Background: an optimization exercise with open tools, aiming at small area, a short achievable clock period and few clock cycles per item. Do not read the settings as production practice. At most, simulation tests tie the RTL to the original design; equivalence was not proved. Power and IR drop assume default switching activity.

==> run B: inputs <==
## status_led_animator
module status_led_animator (
  input  logic             clk,
  input  logic             rst_n,
  input  logic             in_valid,
  output logic             in_ready,
  input  logic [1:0]       in_kind,
  input  logic [2:0]       in_new_mode,
  output logic             out_valid,
  input  logic             out_ready,
  output logic             out_show,
  output logic [7:0]       out_red,
  output logic [7:0]       out_green,
  output logic [7:0]       out_blue,
  input  logic             cfg_we,
  input  logic [2:0]       cfg_index,
  input  logic [23:0]      cfg_wdata
);
  logic [23:0] col_r [6];
  always_ff @(posedge clk) begin
    if (!rst_n) begin
      col_r[0] <= sla_pkg::RST_STAND;
      col_r[1] <= sla_pkg::RST_SIT;
      col_r[2] <= sla_pkg::RST_WALK;
      col_r[3] <= sla_pkg::RST_DIZZY;
      col_r[4] <= sla_pkg::RST_ALARM;
      col_r[5] <= sla_pkg::RST_FLASH;
    end else if (cfg_we) begin
      for (int i = 0; i < 6; i++) begin
        if (cfg_index == 3'(i)) col_r[i] <= cfg_wdata;
      end
    end
  end
  logic       v0_r, v1_r, rdy_r;
  logic [4:0] e0_r, e1_r;
  logic       push, pop;
  assign push = in_valid && rdy_r;
  always_ff @(posedge clk) begin
    if (!rst_n) begin
      v0_r  <= 1'b0;
      v1_r  <= 1'b0;
      rdy_r <= 1'b0;
    end else begin
      if (pop) begin
        v0_r  <= v1_r || push;
        v1_r  <= v1_r && push;
        rdy_r <= 1'b1;
      end else begin
        v0_r  <= v0_r || push;
        v1_r  <= v1_r || (v0_r && push);
        rdy_r <= !(v1_r || (v0_r && push));
      end
    end
    if (pop) begin
      e0_r <= v1_r ? e1_r : {in_kind, in_new_mode};
    end else if (!v0_r) begin
      e0_r <= {in_kind, in_new_mode};
    end
    if (!v1_r) e1_r <= {in_kind, in_new_mode};
  end
  assign in_ready = rdy_r;
  logic [2:0]  mode_r;
  logic        alarm_r;     
  logic        rec_r;       
  logic [11:0] pos_r;       
  logic        dn_r;        
  logic        fl_act_r;
  logic [2:0]  fl_step_r;
  logic [7:0]  fl_el_r;
  logic        cu_r;        
  logic        busy_r;      
  logic [11:0] k_r;         
  logic        cu_neg_r;    
  logic        out_valid_r, show_r;
  logic [6:0]  sel_r;       
  logic [1:0]  kind;
  logic [2:0]  nm;
  assign kind = e0_r[4:3];
  assign nm   = e0_r[2:0];
  logic       lane_neg;
  logic [1:0] ctl_prev_r, st_r;
  logic       settling;
  ...
export LEC_CHECK = 0
export CAP_MARGIN = 20
export CORE_MARGIN = 2
export CORE_UTILIZATION = 60
export PLACE_DENSITY = 0.75
export SETUP_SLACK_MARGIN = 3.5
export SLEW_MARGIN = 20
create_clock -name core_clock -period 7.5 [get_ports {clk}]
run.sh (not shown) runs the stock make flow with config.mk's settings and CLKGATE_MAP_FILE= SYNTH_SCRIPT=/design/flow/synth_recipe.tcl, a recipe that flattens the netlist after the stock synthesis.
==> run K (differences from run B) <==
--- a/flow/design.v
+++ b/flow/design.v
@@ -28,15 +28,15 @@
   input  logic [7:0] c,          
   input  logic [7:0] f,          
   input  logic [7:0] w,          
   output logic [7:0] q
 );
   logic [7:0]  q_r;
   logic [13:0] r_r;
-  logic [10:0] b;
+  logic [10:0] b, b_r;    
   logic [13:0] r0;
   always_comb begin
     case (c)
       8'd0: b = {6'd0, 5'd0};
       8'd1: b = {6'd0, 5'd3};
       8'd2: b = {6'd0, 5'd6};
       8'd3: b = {6'd0, 5'd9};
@@ -292,15 +292,15 @@
       8'd253: b = {6'd37, 5'd19};
       8'd254: b = {6'd38, 5'd2};
       8'd255: b = {6'd38, 5'd5};
       default: b = '0;
     endcase
   end
   always_comb begin
-    case (b[4:0])
+    case (b_r[4:0])
       5'd0: r0 = 14'd0;
       5'd1: r0 = 14'd500;
       5'd2: r0 = 14'd1000;
       5'd3: r0 = 14'd1500;
       5'd4: r0 = 14'd2000;
       5'd5: r0 = 14'd2500;
       5'd6: r0 = 14'd3000;
@@ -318,58 +318,59 @@
       5'd18: r0 = 14'd9000;
       5'd19: r0 = 14'd9500;
       default: r0 = '0;
     endcase
   end
   logic [11:0] p;
   logic [7:0]  s;
-  logic [15:0] x, y, dn;
+  logic [13:0] x, y, dn;
   logic [1:0]  ci;
   assign p  = alarm ? {c, 4'b0} : {4'b0, w};
   assign s  = alarm ? c : f;
-  assign x  = neg ? ~{4'b0, p} : {4'b0, p};
-  assign y  = (alarm ^ neg) ? {8'b0, s} : ~{8'b0, s};
+  assign x  = neg ? ~{2'b0, p} : {2'b0, p};
+  assign y  = (alarm ^ neg) ? {6'b0, s} : ~{6'b0, s};
   assign ci = alarm ? {neg, 1'b0} : 2'b01;
-  assign dn = x + y + 16'(ci);
-  logic [15:0] d_r, dk_r, k;
+  assign dn = x + y + 14'(ci);
+  logic [13:0] d_r;      
+  logic [14:0] dk_r, k;   
   logic        alarm_d_r;
   always_ff @(posedge clk) begin
+    b_r       <= b;
     d_r       <= dn;
     alarm_d_r <= alarm;
   end
   logic up;
-  assign up = !d_r[15];
+  assign up = !d_r[13];
   always_comb begin
     case ({alarm_d_r, up})
-      2'b11:   k = 16'd55536;    
-      2'b10:   k = 16'd10000;
-      2'b01:   k = 16'd62536;    
-      default: k = 16'd3000;
+      2'b11:   k = 15'd22768;    
+      2'b10:   k = 15'd10000;
+      2'b01:   k = 15'd29768;    
+      default: k = 15'd3000;
     endcase
   end
   always_ff @(posedge clk) begin
-    dk_r <= d_r + k;
+    dk_r <= {d_r[13], d_r} + k;
   end
   logic [15:0] t, tm;
   logic        adj;
-  assign t   = {2'b0, r_r} + d_r;
-  assign tm  = {2'b0, r_r} + dk_r;
+  assign t   = {2'b0, r_r} + {{2{d_r[13]}}, d_r};
+  assign tm  = {2'b0, r_r} + {dk_r[14], dk_r};
   assign adj = up ? !tm[15] : t[15];
-  logic [7:0] qi, qd;
-  assign qi = q_r + 8'd1;
-  assign qd = q_r - 8'd1;
+  logic [7:0] qs;
+  assign qs = q_r + (up ? 8'd1 : 8'hFF);
   always_ff @(posedge clk) begin
     if (ld_base) begin
-      q_r <= {2'b0, b[10:5]};
+      q_r <= {2'b0, b_r[10:5]};
       r_r <= r0;
     end else if (ld_f || ld_w) begin
       q_r <= ld_f ? f : w;
       r_r <= '0;
     end else if (step) begin
-      if (adj) q_r <= up ? qi : qd;
+      if (adj) q_r <= qs;
       r_r <= adj ? tm[13:0] : t[13:0];
     end
   end
   assign q = q_r;
 endmodule
 `timescale 1ns / 1ps
 module status_led_animator (
@@ -386,25 +387,26 @@
   output logic [7:0]       out_green,
   output logic [7:0]       out_blue,
   input  logic             cfg_we,
   input  logic [2:0]       cfg_index,
   input  logic [23:0]      cfg_wdata
 );
   logic [23:0] col_r [6];
-  always_ff @(posedge clk) begin
-    if (!rst_n) begin
-      col_r[0] <= sla_pkg::RST_STAND;
-      col_r[1] <= sla_pkg::RST_SIT;
-      col_r[2] <= sla_pkg::RST_WALK;
-      col_r[3] <= sla_pkg::RST_DIZZY;
-      col_r[4] <= sla_pkg::RST_ALARM;
-      col_r[5] <= sla_pkg::RST_FLASH;
-    end else if (cfg_we) begin
-      for (int i = 0; i < 6; i++) begin
-        if (cfg_index == 3'(i)) col_r[i] <= cfg_wdata;
+  logic [23:0] wd0, wd1;     
+  assign wd0 = cfg_wdata & {24{rst_n}};
+  assign wd1 = cfg_wdata | {24{!rst_n}};
+  for (genvar i = 0; i < 6; i++) begin : g_col
+    localparam logic [23:0] RV = (i == 0) ? sla_pkg::RST_STAND :
+                                 (i == 1) ? sla_pkg::RST_SIT   :
+                                 (i == 2) ? sla_pkg::RST_WALK  :
+                                 (i == 3) ? sla_pkg::RST_DIZZY :
+                                 (i == 4) ? sla_pkg::RST_ALARM : sla_pkg::RST_FLASH;
+    always_ff @(posedge clk) begin
+      if (!rst_n || (cfg_we && cfg_index == 3'(i))) begin
+        col_r[i] <= (wd1 & RV) | (wd0 & ~RV);
       end
     end
   end
   logic       v0_r, v1_r, rdy_r;
   logic [4:0] e0_r, e1_r;
   logic       push, pop;
   assign push = in_valid && rdy_r;
@@ -436,97 +438,102 @@
   logic        alarm_r;     
   logic        rec_r;       
   logic [11:0] pos_r;       
   logic        dn_r;        
   logic        fl_act_r;
   logic [2:0]  fl_step_r;
   logic [7:0]  fl_el_r;
+  logic        cw_r;        
   logic        cu_r;        
   logic        busy_r;      
   logic [11:0] k_r;         
   logic        cu_neg_r;    
   logic        out_valid_r, show_r;
   logic [6:0]  sel_r;       
   logic [1:0]  kind;
   logic [2:0]  nm;
   assign kind = e0_r[4:3];
   assign nm   = e0_r[2:0];
   logic       lane_neg;
   logic [1:0] ctl_prev_r, st_r;
   logic       settling;
   assign settling = (ctl_prev_r != {alarm_r, lane_neg}) || (st_r != 2'd0);
-  assign pop = v0_r && !cu_r && !busy_r && !settling && (!out_valid_r || out_ready);
+  logic go, out_free;
+  assign go       = v0_r && !cw_r && !cu_r && !busy_r && !settling;
+  assign out_free = !out_valid_r || out_ready;
+  assign pop      = go && out_free;
   logic tick, set_ok;
   assign tick   = (kind == sla_pkg::KIND_TICK);
   assign set_ok = (kind == sla_pkg::KIND_SET) && (nm <= 3'd5);
   logic       el_wrap, fl_end;
   logic [2:0] step_inc;
   assign el_wrap  = (fl_el_r == 8'(sla_pkg::FLASH_STEP_TICKS - 1));
   assign step_inc = fl_step_r + 3'd1;
   assign fl_end   = fl_act_r && el_wrap && (step_inc == 3'(sla_pkg::FLASH_STEP_COUNT));
   logic sat;
   assign sat = (pos_r == 12'(sla_pkg::FADE_TICKS));
   logic lane_step, ld_base, ld_f, ld_w;
   assign lane_neg  = busy_r ? cu_neg_r : dn_r;
-  assign lane_step = (busy_r && !settling) || (pop && tick && (alarm_r || (rec_r && !sat)));
+  logic tick_go;
+  assign tick_go   = go && tick && (alarm_r || (rec_r && !sat));
+  assign lane_step = (busy_r && !settling) || (tick_go && out_free);
   assign ld_base   = (cu_r && alarm_r) || (pop && set_ok && nm == sla_pkg::MODE_ALARM);
   assign ld_f      = (cu_r && rec_r && pos_r < 12'd1500) ||
                      (pop && set_ok && nm == sla_pkg::MODE_RECOVER);
   assign ld_w      = cu_r && rec_r && pos_r >= 12'd1500;
   logic [7:0] lane_q [3];
   for (genvar i = 0; i < 3; i++) begin : g_lane
     sla_lane u_lane (
       .clk     (clk),
-      .alarm   (alarm_r),
-      .neg     (lane_neg),
+      .alarm   (ctl_prev_r[1]),
+      .neg     (ctl_prev_r[0]),
       .step    (lane_step),
       .ld_base (ld_base),
       .ld_f    (ld_f),
       .ld_w    (ld_w),
       .c       (col_r[4][8*i +: 8]),
       .f       (col_r[3][8*i +: 8]),
       .w       (col_r[2][8*i +: 8]),
       .q       (lane_q[i])
     );
   end
   logic [11:0] k_init;
-  always_comb begin
-    if (alarm_r)
-      k_init = dn_r ? 12'd1000 - pos_r : pos_r;
-    else if (rec_r)
-      k_init = (pos_r < 12'd1500) ? pos_r : 12'(sla_pkg::FADE_TICKS) - pos_r;
-    else
-      k_init = '0;
-  end
+  logic        from_top;
+  logic [11:0] k_top;
+  assign from_top = alarm_r ? dn_r : (pos_r >= 12'd1500);
+  assign k_top    = (alarm_r ? 12'd1000 : 12'(sla_pkg::FADE_TICKS)) - pos_r;
+  assign k_init   = (alarm_r || rec_r) ? (from_top ? k_top : pos_r) : 12'd0;
   always_ff @(posedge clk) begin
     if (!rst_n) begin
       mode_r      <= 3'd0;
       alarm_r     <= 1'b0;
       rec_r       <= 1'b0;
       pos_r       <= '0;
       dn_r        <= 1'b0;
       fl_act_r    <= 1'b0;
       fl_step_r   <= '0;
       fl_el_r     <= '0;
+      cw_r        <= 1'b0;
       cu_r        <= 1'b0;
       ctl_prev_r  <= '0;
       st_r        <= 2'd2;
       busy_r      <= 1'b0;
       k_r         <= '0;
       cu_neg_r    <= 1'b0;
       out_valid_r <= 1'b0;
       show_r      <= 1'b0;
       sel_r       <= '0;
     end else begin
-      cu_r <= cfg_we;
+      cw_r <= cfg_we;
+      cu_r <= cw_r;
       ctl_prev_r <= {alarm_r, lane_neg};
       if (cfg_we)
         st_r <= 2'd2;
       else if (ctl_prev_r != {alarm_r, lane_neg})
-        st_r <= 2'd1;
+        st_r <= 2'd2;
       else if (st_r != 2'd0)
         st_r <= st_r - 2'd1;
       if (cu_r) begin
         cu_neg_r <= !alarm_r && pos_r >= 12'd1500;
         k_r      <= k_init;
         busy_r   <= (k_init != 12'd0);
       end else if (busy_r && !settling) begin
- PLACE_DENSITY: 0.75 -> 0.72
- SETUP_SLACK_MARGIN: 3.5 -> 4.3
==> qor summary <==
metric                                                                                         run B                             run K
Outcome                                                                               finished clean                    finished clean
Fraction of the mapped netlist area in compound gates                                          20.8%                             17.2%
Library cell occupying the most area in the post-synthesis netlist          sky130_fd_sc_hd__dfxtp_1         sky130_fd_sc_hd__edfxtp_1
End of the worst register-to-register path                          g_lane[0].u_lane.d_r[13]$_DFF_P_  g_lane[1].u_lane.d_r[13]$_DFF_P_
Vertical extent of the die                                                                    229 um                            223 um
End of the critical path                                                                out_green[1]                        out_red[6]
PD cells                                                                                 222 mW/mm^2                       287 mW/mm^2
Number of cell instances on the worst register-to-register path                                   16                                18
Min Hold Slack                                                                                357 ps                            355 ps
Wire length on met3                                                                          9.72 mm                           8.93 mm
Overall Global Routing Usage                                                                   35.6%                             34.6%
Total routed wirelength                                                                      95.8 mm                           88.9 mm
Met2 routed wirelength                                                                       42.6 mm                           41.0 mm
GR Util met3                                                                                   7.22%                             7.17%
Placeable Area                                                                           0.0501 mm^2                       0.0474 mm^2
Combinational Power Share                                                                      33.0%                             45.7%
Sequential portion of the cell area                                                            26.5%                             30.2%
Share of cell area taken by muxes after synthesis                                              5.24%                             7.23%
No run of this note included a check of the RTL's function; only the layout flow was run.


==> pepper: inputs <==
status_led_animator, a different RTL version from the one above (not shown whole).
Design status_led_animator, start of the top module:
module status_led_animator (
  input  logic             clk,
  input  logic             rst_n,
  input  logic             in_valid,
  output logic             in_ready,
  input  logic [1:0]       in_kind,
  input  logic [2:0]       in_new_mode,
  output logic             out_valid,
  input  logic             out_ready,
  output logic             out_show,
  output logic [7:0]       out_red,
  output logic [7:0]       out_green,
  output logic [7:0]       out_blue,
  input  logic             cfg_we,
  input  logic [2:0]       cfg_index,
  input  logic [23:0]      cfg_wdata
);
make LEC_CHECK=0 CAP_MARGIN=20 CORE_MARGIN=2 CORE_UTILIZATION=60 PLACE_DENSITY=0.75 SETUP_SLACK_MARGIN=3.0 SLEW_MARGIN=20 finish   # period 7.5 ns
==> inputs of lagoon, as changes to pepper <==
--- a/flow/design.v
+++ b/flow/design.v
@@ -319,32 +319,44 @@
       5'd19: r0 = 14'd9500;
       default: r0 = '0;
     endcase
   end
   logic [11:0] p;
   logic [7:0]  s;
-  logic [15:0] x, y, t, tm, k;
+  logic [13:0] x, y, dn;
   logic [1:0]  ci;
   assign p  = alarm ? {c, 4'b0} : {4'b0, w};
   assign s  = alarm ? c : f;
-  assign x  = neg ? ~{4'b0, p} : {4'b0, p};
-  assign y  = (alarm ^ neg) ? {8'b0, s} : ~{8'b0, s};
+  assign x  = neg ? ~{2'b0, p} : {2'b0, p};
+  assign y  = (alarm ^ neg) ? {6'b0, s} : ~{6'b0, s};
   assign ci = alarm ? {neg, 1'b0} : 2'b01;
+  assign dn = x + y + 14'(ci);
+  logic [13:0] d_r;      
+  logic [14:0] dk_r, k;   
+  logic        alarm_d_r;
+  always_ff @(posedge clk) begin
+    d_r       <= dn;
+    alarm_d_r <= alarm;
+  end
   logic up;
-  assign up = alarm ? !neg : ((w >= f) ^ neg);
+  assign up = !d_r[13];
   always_comb begin
-    case ({alarm, up})
-      2'b11:   k = 16'd55536;    
-      2'b10:   k = 16'd10000;
-      2'b01:   k = 16'd62536;    
-      default: k = 16'd3000;
+    case ({alarm_d_r, up})
+      2'b11:   k = 15'd22768;    
+      2'b10:   k = 15'd10000;
+      2'b01:   k = 15'd29768;    
+      default: k = 15'd3000;
     endcase
   end
-  assign t  = {2'b0, r_r} + x + y + 16'(ci);
-  assign tm = {2'b0, r_r} + x + y + 16'(ci) + k;
-  logic adj;
+  always_ff @(posedge clk) begin
+    dk_r <= {d_r[13], d_r} + k;
+  end
+  logic [15:0] t, tm;
+  logic        adj;
+  assign t   = {2'b0, r_r} + {{2{d_r[13]}}, d_r};
+  assign tm  = {2'b0, r_r} + {dk_r[14], dk_r};
   assign adj = up ? !tm[15] : t[15];
   logic [7:0] qi, qd;
   assign qi = q_r + 8'd1;
   assign qd = q_r - 8'd1;
   always_ff @(posedge clk) begin
     if (ld_base) begin
@@ -436,26 +448,30 @@
   logic        out_valid_r, show_r;
   logic [6:0]  sel_r;       
   logic [1:0]  kind;
   logic [2:0]  nm;
   assign kind = e0_r[4:3];
   assign nm   = e0_r[2:0];
-  assign pop = v0_r && !cu_r && !busy_r && (!out_valid_r || out_ready);
+  logic       lane_neg;
+  logic [1:0] ctl_prev_r, st_r;
+  logic       settling;
+  assign settling = (ctl_prev_r != {alarm_r, lane_neg}) || (st_r != 2'd0);
+  assign pop = v0_r && !cu_r && !busy_r && !settling && (!out_valid_r || out_ready);
   logic tick, set_ok;
   assign tick   = (kind == sla_pkg::KIND_TICK);
   assign set_ok = (kind == sla_pkg::KIND_SET) && (nm <= 3'd5);
   logic       el_wrap, fl_end;
   logic [2:0] step_inc;
   assign el_wrap  = (fl_el_r == 8'(sla_pkg::FLASH_STEP_TICKS - 1));
   assign step_inc = fl_step_r + 3'd1;
   assign fl_end   = fl_act_r && el_wrap && (step_inc == 3'(sla_pkg::FLASH_STEP_COUNT));
   logic sat;
   assign sat = (pos_r == 12'(sla_pkg::FADE_TICKS));
-  logic lane_step, ld_base, ld_f, ld_w, lane_neg;
+  logic lane_step, ld_base, ld_f, ld_w;
   assign lane_neg  = busy_r ? cu_neg_r : dn_r;
-  assign lane_step = busy_r || (pop && tick && (alarm_r || (rec_r && !sat)));
+  assign lane_step = (busy_r && !settling) || (pop && tick && (alarm_r || (rec_r && !sat)));
   assign ld_base   = (cu_r && alarm_r) || (pop && set_ok && nm == sla_pkg::MODE_ALARM);
   assign ld_f      = (cu_r && rec_r && pos_r < 12'd1500) ||
                      (pop && set_ok && nm == sla_pkg::MODE_RECOVER);
   assign ld_w      = cu_r && rec_r && pos_r >= 12'd1500;
   logic [7:0] lane_q [3];
   for (genvar i = 0; i < 3; i++) begin : g_lane
@@ -490,25 +506,34 @@
       pos_r       <= '0;
       dn_r        <= 1'b0;
       fl_act_r    <= 1'b0;
       fl_step_r   <= '0;
       fl_el_r     <= '0;
       cu_r        <= 1'b0;
+      ctl_prev_r  <= '0;
+      st_r        <= 2'd2;
       busy_r      <= 1'b0;
       k_r         <= '0;
       cu_neg_r    <= 1'b0;
       out_valid_r <= 1'b0;
       show_r      <= 1'b0;
       sel_r       <= '0;
     end else begin
       cu_r <= cfg_we;
+      ctl_prev_r <= {alarm_r, lane_neg};
+      if (cfg_we)
+        st_r <= 2'd2;
+      else if (ctl_prev_r != {alarm_r, lane_neg})
+        st_r <= 2'd1;
+      else if (st_r != 2'd0)
+        st_r <= st_r - 2'd1;
       if (cu_r) begin
         cu_neg_r <= !alarm_r && pos_r >= 12'd1500;
         k_r      <= k_init;
         busy_r   <= (k_init != 12'd0);
-      end else if (busy_r) begin
+      end else if (busy_r && !settling) begin
         k_r    <= k_r - 12'd1;
         busy_r <= (k_r != 12'd1);
       end
       if (pop) begin
         out_valid_r <= 1'b1;
         show_r      <= 1'b0;
==> flow/config.mk (replaced) <==
export PLATFORM = sky130hd
export DESIGN_NAME = status_led_animator
export DESIGN_NICKNAME = status_led_animator
export VERILOG_FILES = /design/flow/design.v
export SDC_FILE = /design/flow/constraint.sdc
export NUM_CORES = 4
export LEC_CHECK = 0
export CAP_MARGIN = 20
export CORE_MARGIN = 2
export CORE_UTILIZATION = 70
export PLACE_DENSITY = 0.8
export SETUP_SLACK_MARGIN = 3.8
export SLEW_MARGIN = 20
==> inputs of xenon, as changes to pepper <==
--- a/flow/design.v
+++ b/flow/design.v
@@ -18,24 +18,25 @@
 endpackage
 `timescale 1ns / 1ps
 module sla_lane (
   input  logic       clk,
   input  logic       alarm,      
   input  logic       neg,        
+  input  logic       en,         
   input  logic       step,       
   input  logic       ld_base,    
   input  logic       ld_f,       
   input  logic       ld_w,       
   input  logic [7:0] c,          
   input  logic [7:0] f,          
   input  logic [7:0] w,          
   output logic [7:0] q
 );
   logic [7:0]  q_r;
   logic [13:0] r_r;
-  logic [10:0] b;
+  logic [10:0] b, b_r;    
   logic [13:0] r0;
   always_comb begin
     case (c)
       8'd0: b = {6'd0, 5'd0};
       8'd1: b = {6'd0, 5'd3};
       8'd2: b = {6'd0, 5'd6};
@@ -293,13 +294,13 @@
       8'd254: b = {6'd38, 5'd2};
       8'd255: b = {6'd38, 5'd5};
       default: b = '0;
     endcase
   end
   always_comb begin
-    case (b[4:0])
+    case (b_r[4:0])
       5'd0: r0 = 14'd0;
       5'd1: r0 = 14'd500;
       5'd2: r0 = 14'd1000;
       5'd3: r0 = 14'd1500;
       5'd4: r0 = 14'd2000;
       5'd5: r0 = 14'd2500;
@@ -317,47 +318,57 @@
       5'd17: r0 = 14'd8500;
       5'd18: r0 = 14'd9000;
       5'd19: r0 = 14'd9500;
       default: r0 = '0;
     endcase
   end
-  logic [11:0] p;
-  logic [7:0]  s;
-  logic [15:0] x, y, t, tm, k;
-  logic [1:0]  ci;
-  assign p  = alarm ? {c, 4'b0} : {4'b0, w};
-  assign s  = alarm ? c : f;
-  assign x  = neg ? ~{4'b0, p} : {4'b0, p};
-  assign y  = (alarm ^ neg) ? {8'b0, s} : ~{8'b0, s};
-  assign ci = alarm ? {neg, 1'b0} : 2'b01;
+  logic [12:0] sa_r;
+  logic [8:0]  sr_r;
+  always_ff @(posedge clk) begin
+    b_r  <= b;
+    sa_r <= {1'b0, c, 4'b0} + {5'b0, c};
+    sr_r <= {1'b0, w} - {1'b0, f};
+  end
+  logic [13:0] sd, d_r;      
+  logic        alarm_d_r;
+  assign sd = alarm ? {1'b0, sa_r} : {{5{sr_r[8]}}, sr_r};
+  always_ff @(posedge clk) begin
+    d_r       <= neg ? 14'd0 - sd : sd;
+    alarm_d_r <= alarm;
+  end
+  logic [14:0] dk_r, k;      
   logic up;
-  assign up = alarm ? !neg : ((w >= f) ^ neg);
+  assign up = !d_r[13];
   always_comb begin
-    case ({alarm, up})
-      2'b11:   k = 16'd55536;    
-      2'b10:   k = 16'd10000;
-      2'b01:   k = 16'd62536;    
-      default: k = 16'd3000;
+    case ({alarm_d_r, up})
+      2'b11:   k = 15'd22768;    
+      2'b10:   k = 15'd10000;
+      2'b01:   k = 15'd29768;    
+      default: k = 15'd3000;
     endcase
   end
-  assign t  = {2'b0, r_r} + x + y + 16'(ci);
-  assign tm = {2'b0, r_r} + x + y + 16'(ci) + k;
-  logic adj;
+  always_ff @(posedge clk) begin
+    dk_r <= {d_r[13], d_r} + k;
+  end
+  logic [15:0] t, tm;
+  logic        adj;
+  assign t   = {2'b0, r_r} + {{2{d_r[13]}}, d_r};
+  assign tm  = {2'b0, r_r} + {dk_r[14], dk_r};
   assign adj = up ? !tm[15] : t[15];
-  logic [7:0] qi, qd;
-  assign qi = q_r + 8'd1;
-  assign qd = q_r - 8'd1;
+  logic [7:0] qs;
+  assign qs = q_r + (up ? 8'd1 : 8'hFF);
   always_ff @(posedge clk) begin
-    if (ld_base) begin
-      q_r <= {2'b0, b[10:5]};
+    if (!en) begin
+    end else if (ld_base) begin
+      q_r <= {2'b0, b_r[10:5]};
       r_r <= r0;
     end else if (ld_f || ld_w) begin
       q_r <= ld_f ? f : w;
       r_r <= '0;
     end else if (step) begin
-      if (adj) q_r <= up ? qi : qd;
+      if (adj) q_r <= qs;
       r_r <= adj ? tm[13:0] : t[13:0];
     end
   end
   assign q = q_r;
 endmodule
 `timescale 1ns / 1ps
@@ -376,23 +387,24 @@
   output logic [7:0]       out_blue,
   input  logic             cfg_we,
   input  logic [2:0]       cfg_index,
   input  logic [23:0]      cfg_wdata
 );
   logic [23:0] col_r [6];
-  always_ff @(posedge clk) begin
-    if (!rst_n) begin
-      col_r[0] <= sla_pkg::RST_STAND;
-      col_r[1] <= sla_pkg::RST_SIT;
-      col_r[2] <= sla_pkg::RST_WALK;
-      col_r[3] <= sla_pkg::RST_DIZZY;
-      col_r[4] <= sla_pkg::RST_ALARM;
-      col_r[5] <= sla_pkg::RST_FLASH;
-    end else if (cfg_we) begin
-      for (int i = 0; i < 6; i++) begin
-        if (cfg_index == 3'(i)) col_r[i] <= cfg_wdata;
+  logic [23:0] wd0, wd1;     
+  assign wd0 = cfg_wdata & {24{rst_n}};
+  assign wd1 = cfg_wdata | {24{!rst_n}};
+  for (genvar i = 0; i < 6; i++) begin : g_col
+    localparam logic [23:0] RV = (i == 0) ? sla_pkg::RST_STAND :
+                                 (i == 1) ? sla_pkg::RST_SIT   :
+                                 (i == 2) ? sla_pkg::RST_WALK  :
+                                 (i == 3) ? sla_pkg::RST_DIZZY :
+                                 (i == 4) ? sla_pkg::RST_ALARM : sla_pkg::RST_FLASH;
+    always_ff @(posedge clk) begin
+      if (!rst_n || (cfg_we && cfg_index == 3'(i))) begin
+        col_r[i] <= (wd1 & RV) | (wd0 & ~RV);
       end
     end
   end
   logic       v0_r, v1_r, rdy_r;
   logic [4:0] e0_r, e1_r;
   logic       push, pop;
@@ -426,89 +438,113 @@
   logic        rec_r;       
   logic [11:0] pos_r;       
   logic        dn_r;        
   logic        fl_act_r;
   logic [2:0]  fl_step_r;
   logic [7:0]  fl_el_r;
+  logic        cw_r;        
   logic        cu_r;        
   logic        busy_r;      
   logic [11:0] k_r;         
   logic        cu_neg_r;    
   logic        out_valid_r, show_r;
   logic [6:0]  sel_r;       
   logic [1:0]  kind;
   logic [2:0]  nm;
   assign kind = e0_r[4:3];
   assign nm   = e0_r[2:0];
-  assign pop = v0_r && !cu_r && !busy_r && (!out_valid_r || out_ready);
+  logic       lane_neg;
+  logic [1:0] st_r;
+  logic       settling, ctl_chg;
+  assign settling = (st_r != 2'd0);
+  logic go, out_free;
+  assign go       = v0_r && !cw_r && !cu_r && !busy_r && !settling;
+  assign out_free = !out_valid_r || out_ready;
+  assign pop      = go && out_free;
   logic tick, set_ok;
   assign tick   = (kind == sla_pkg::KIND_TICK);
   assign set_ok = (kind == sla_pkg::KIND_SET) && (nm <= 3'd5);
   logic       el_wrap, fl_end;
   logic [2:0] step_inc;
   assign el_wrap  = (fl_el_r == 8'(sla_pkg::FLASH_STEP_TICKS - 1));
   assign step_inc = fl_step_r + 3'd1;
   assign fl_end   = fl_act_r && el_wrap && (step_inc == 3'(sla_pkg::FLASH_STEP_COUNT));
   logic sat;
   assign sat = (pos_r == 12'(sla_pkg::FADE_TICKS));
-  logic lane_step, ld_base, ld_f, ld_w, lane_neg;
+  logic lane_en, lane_step, ld_base, ld_f, ld_w;
+  logic tick_go, set_go;
   assign lane_neg  = busy_r ? cu_neg_r : dn_r;
-  assign lane_step = busy_r || (pop && tick && (alarm_r || (rec_r && !sat)));
-  assign ld_base   = (cu_r && alarm_r) || (pop && set_ok && nm == sla_pkg::MODE_ALARM);
+  assign tick_go   = go && tick && (alarm_r || (rec_r && !sat));
+  assign set_go    = go && set_ok && (nm == sla_pkg::MODE_ALARM || nm == sla_pkg::MODE_RECOVER);
+  assign lane_step = busy_r || tick_go;
+  assign ld_base   = (cu_r && alarm_r) || (set_go && nm == sla_pkg::MODE_ALARM);
   assign ld_f      = (cu_r && rec_r && pos_r < 12'd1500) ||
-                     (pop && set_ok && nm == sla_pkg::MODE_RECOVER);
+                     (set_go && nm == sla_pkg::MODE_RECOVER);
   assign ld_w      = cu_r && rec_r && pos_r >= 12'd1500;
+  assign lane_en   = cu_r || (busy_r && !settling) || ((tick_go || set_go) && out_free);
+  assign ctl_chg = (pop && set_ok && ((nm == sla_pkg::MODE_ALARM) != alarm_r || dn_r)) ||
+                   (pop && tick && alarm_r &&
+                    (pos_r == 12'(sla_pkg::PULSE_PERIOD / 2 - 1) ||
+                     pos_r == 12'(sla_pkg::PULSE_PERIOD - 1))) ||
+                   cu_r || (busy_r && !settling && k_r == 12'd1);
   logic [7:0] lane_q [3];
   for (genvar i = 0; i < 3; i++) begin : g_lane
     sla_lane u_lane (
       .clk     (clk),
       .alarm   (alarm_r),
       .neg     (lane_neg),
+      .en      (lane_en),
       .step    (lane_step),
       .ld_base (ld_base),
       .ld_f    (ld_f),
       .ld_w    (ld_w),
       .c       (col_r[4][8*i +: 8]),
       .f       (col_r[3][8*i +: 8]),
       .w       (col_r[2][8*i +: 8]),
       .q       (lane_q[i])
     );
   end
   logic [11:0] k_init;
-  always_comb begin
-    if (alarm_r)
-      k_init = dn_r ? 12'd1000 - pos_r : pos_r;
-    else if (rec_r)
-      k_init = (pos_r < 12'd1500) ? pos_r : 12'(sla_pkg::FADE_TICKS) - pos_r;
-    else
-      k_init = '0;
-  end
+  logic        from_top;
+  logic [11:0] k_top;
+  assign from_top = alarm_r ? dn_r : (pos_r >= 12'd1500);
+  assign k_top    = (alarm_r ? 12'd1000 : 12'(sla_pkg::FADE_TICKS)) - pos_r;
+  assign k_init   = (alarm_r || rec_r) ? (from_top ? k_top : pos_r) : 12'd0;
   always_ff @(posedge clk) begin
     if (!rst_n) begin
       mode_r      <= 3'd0;
       alarm_r     <= 1'b0;
       rec_r       <= 1'b0;
       pos_r       <= '0;
       dn_r        <= 1'b0;
       fl_act_r    <= 1'b0;
       fl_step_r   <= '0;
       fl_el_r     <= '0;
+      cw_r        <= 1'b0;
       cu_r        <= 1'b0;
+      st_r        <= 2'd3;
       busy_r      <= 1'b0;
       k_r         <= '0;
       cu_neg_r    <= 1'b0;
       out_valid_r <= 1'b0;
       show_r      <= 1'b0;
       sel_r       <= '0;
     end else begin
-      cu_r <= cfg_we;
+      cw_r <= cfg_we;
+      cu_r <= cw_r;
+      if (cfg_we)
+        st_r <= 2'd3;
+      else if (ctl_chg)
+        st_r <= (st_r == 2'd3) ? 2'd3 : 2'd2;
+      else if (st_r != 2'd0)
+        st_r <= st_r - 2'd1;
       if (cu_r) begin
         cu_neg_r <= !alarm_r && pos_r >= 12'd1500;
         k_r      <= k_init;
         busy_r   <= (k_init != 12'd0);
-      end else if (busy_r) begin
+      end else if (busy_r && !settling) begin
         k_r    <= k_r - 12'd1;
         busy_r <= (k_r != 12'd1);
       end
       if (pop) begin
         out_valid_r <= 1'b1;
         show_r      <= 1'b0;
--- a/flow/config.mk
+++ b/flow/config.mk
@@ -5,9 +5,9 @@
 export SDC_FILE = /design/flow/constraint.sdc
 export NUM_CORES = 4
 export LEC_CHECK = 0
 export CAP_MARGIN = 20
 export CORE_MARGIN = 2
 export CORE_UTILIZATION = 60
-export PLACE_DENSITY = 0.75
-export SETUP_SLACK_MARGIN = 3.0
+export PLACE_DENSITY = 0.72
+export SETUP_SLACK_MARGIN = 4.3
 export SLEW_MARGIN = 20
==> inputs of sierra, as changes to pepper <==
==> flow/flow/run.sh (new file) <==
#!/bin/bash
# The standard layout, with Yosys's full-adder extraction switched off so
# that ABC maps the adders itself (the registers are the same as the
# standard synthesis gives). Everything else is ORFS's default flow.
set -euo pipefail
bash standard.sh ADDER_MAP_FILE= finish > orfs_make.log 2>&1
==> flow/standard.sh (new file) <==
#!/bin/bash
# synth_recipe.tcl (not shown) runs the flow's synth.tcl, then flattens the netlist and writes it again
# the make line also repeats each setting of config.mk as NAME=value (left out here)
make -C /OpenROAD-flow-scripts/flow DESIGN_CONFIG=/design/flow/config.mk WORK_HOME=/design/flow/orfs CLKGATE_MAP_FILE= SYNTH_SCRIPT=/design/flow/synth_recipe.tcl "${@:-finish}"
removed: flow/run.sh
==> impl_metrics.csv <==
group,metric,value,unit
run_status,status,"finished clean",
place,placed_area,26500,um^2
worst_hold_path,min_from,"mode_r[2]$_SDFFE_PN0P_",
pwr,p_switching,5280,uW
global_route,grt_pass1_vias,23200,
logic_synthesis,synth_top_area_cell,"dfxtp_1",
finish,nets,3551,
# the run above: pepper

==> impl_metrics.csv <==
group,metric,value,unit
place,placed_area,30500,um^2
logic_synthesis,synth_top_area_cell,"dfxtp_1",
finish,largestClassByArea,"multi-input combinational cells",
run_status,status,"finished clean",
pwr,p_switching,2530,uW
logic_synthesis,synth-async-reset-ratio,0,%
finish,final_cell_mix,"nand2_1, dfxtp_1, a21oi_1",
global_route,grt_pass1_vias,27700,
# the run above: lagoon

==> impl_metrics.csv <==
group,metric,value,unit
finish,nets,3798,
finish,n_all_inverters,89,
run_status,status,"finished clean",
finish,seq_share,21.3,%
global_route,grt_pass1_vias,27400,
logic_synthesis,synth_top_area_cell,"dfxtp_1",
place,dp_slack,1520,ps
finish,final_cells,4383,
logic_synthesis,syn_avg_cell_area,7.18,um^2
place,placed_area,27400,um^2
pwr,p_switching,5350,uW
route,antenna_left,0,
worst_hold_path,min_from,"col_r[5][12]$_SDFFE_PN0P_",
# the run above: sierra

==> impl_metrics.csv <==
group,metric,value,unit
worst_hold_path,min_from,"g_lane[1].u_lane.d_r[0]$_DFF_P_",
global_route,grt_pass1_vias,23800,
finish,top_register,"col_r",
route,routed_wl,82900,um
logic_synthesis,synth_top_area_cell,"edfxtp_1",
pwr,pg_comb,3600,uW
setup_path,worstRegToRegCells,14,
finish,nets,3604,
finish,finalInstanceArea,34200,um^2
run_status,status,"finished clean",
place,placed_area,31100,um^2
clock_network,clock_tree.buffer_depth,3,
# the run above: xenon

Testbench counts of lagoon, summed over its fixed seeds: cycles 32,190, items 32,000.
Only the layout flow was run in pepper, xenon and sierra; the RTL was not checked for function there.

[re-timing with driven ports]
The flow's constraints put no driver on any port. The routed layouts listed below were extracted and timed again, unchanged, in two steps.
Step 1: set_driving_cell puts a clkbuf_16 on clk and a buf_2 on each other input, an assumption about the parent block.
Step 2 adds t to the input delays and takes it off the output delays; t is the mean of the earliest and latest rising clock arrival at the registers after step 1. Input paths then give back, and output paths get back, about the clock's delay inside the block.
a / b / c = ideal / step 1 / step 2; a / b = the first two.
run	shift t [ns]	setup WS [ns]	worst slew at a driven data input, ns	cell pins on the clock port's net
run B	0.655	3.533 / 3.473 / 2.966	0.13	1
run K	0.645	3.992 / 3.934 / 3.701	0.06	1
pepper	0.617	1.279 / 1.279 / 1.279	0.05	1
lagoon	0.655	3.577 / 3.577 / 3.205	0.08	1
xenon	0.657	4.114 / 4.052 / 3.822	0.04	1
sierra	0.643	2.288 / 2.288 / 2.288	0.07	1
After both steps every run listed still meets setup and hold. For run B, which loses most, drivers alone change the setup slack by -0.060 ns; drivers and shift together by -0.567 ns.
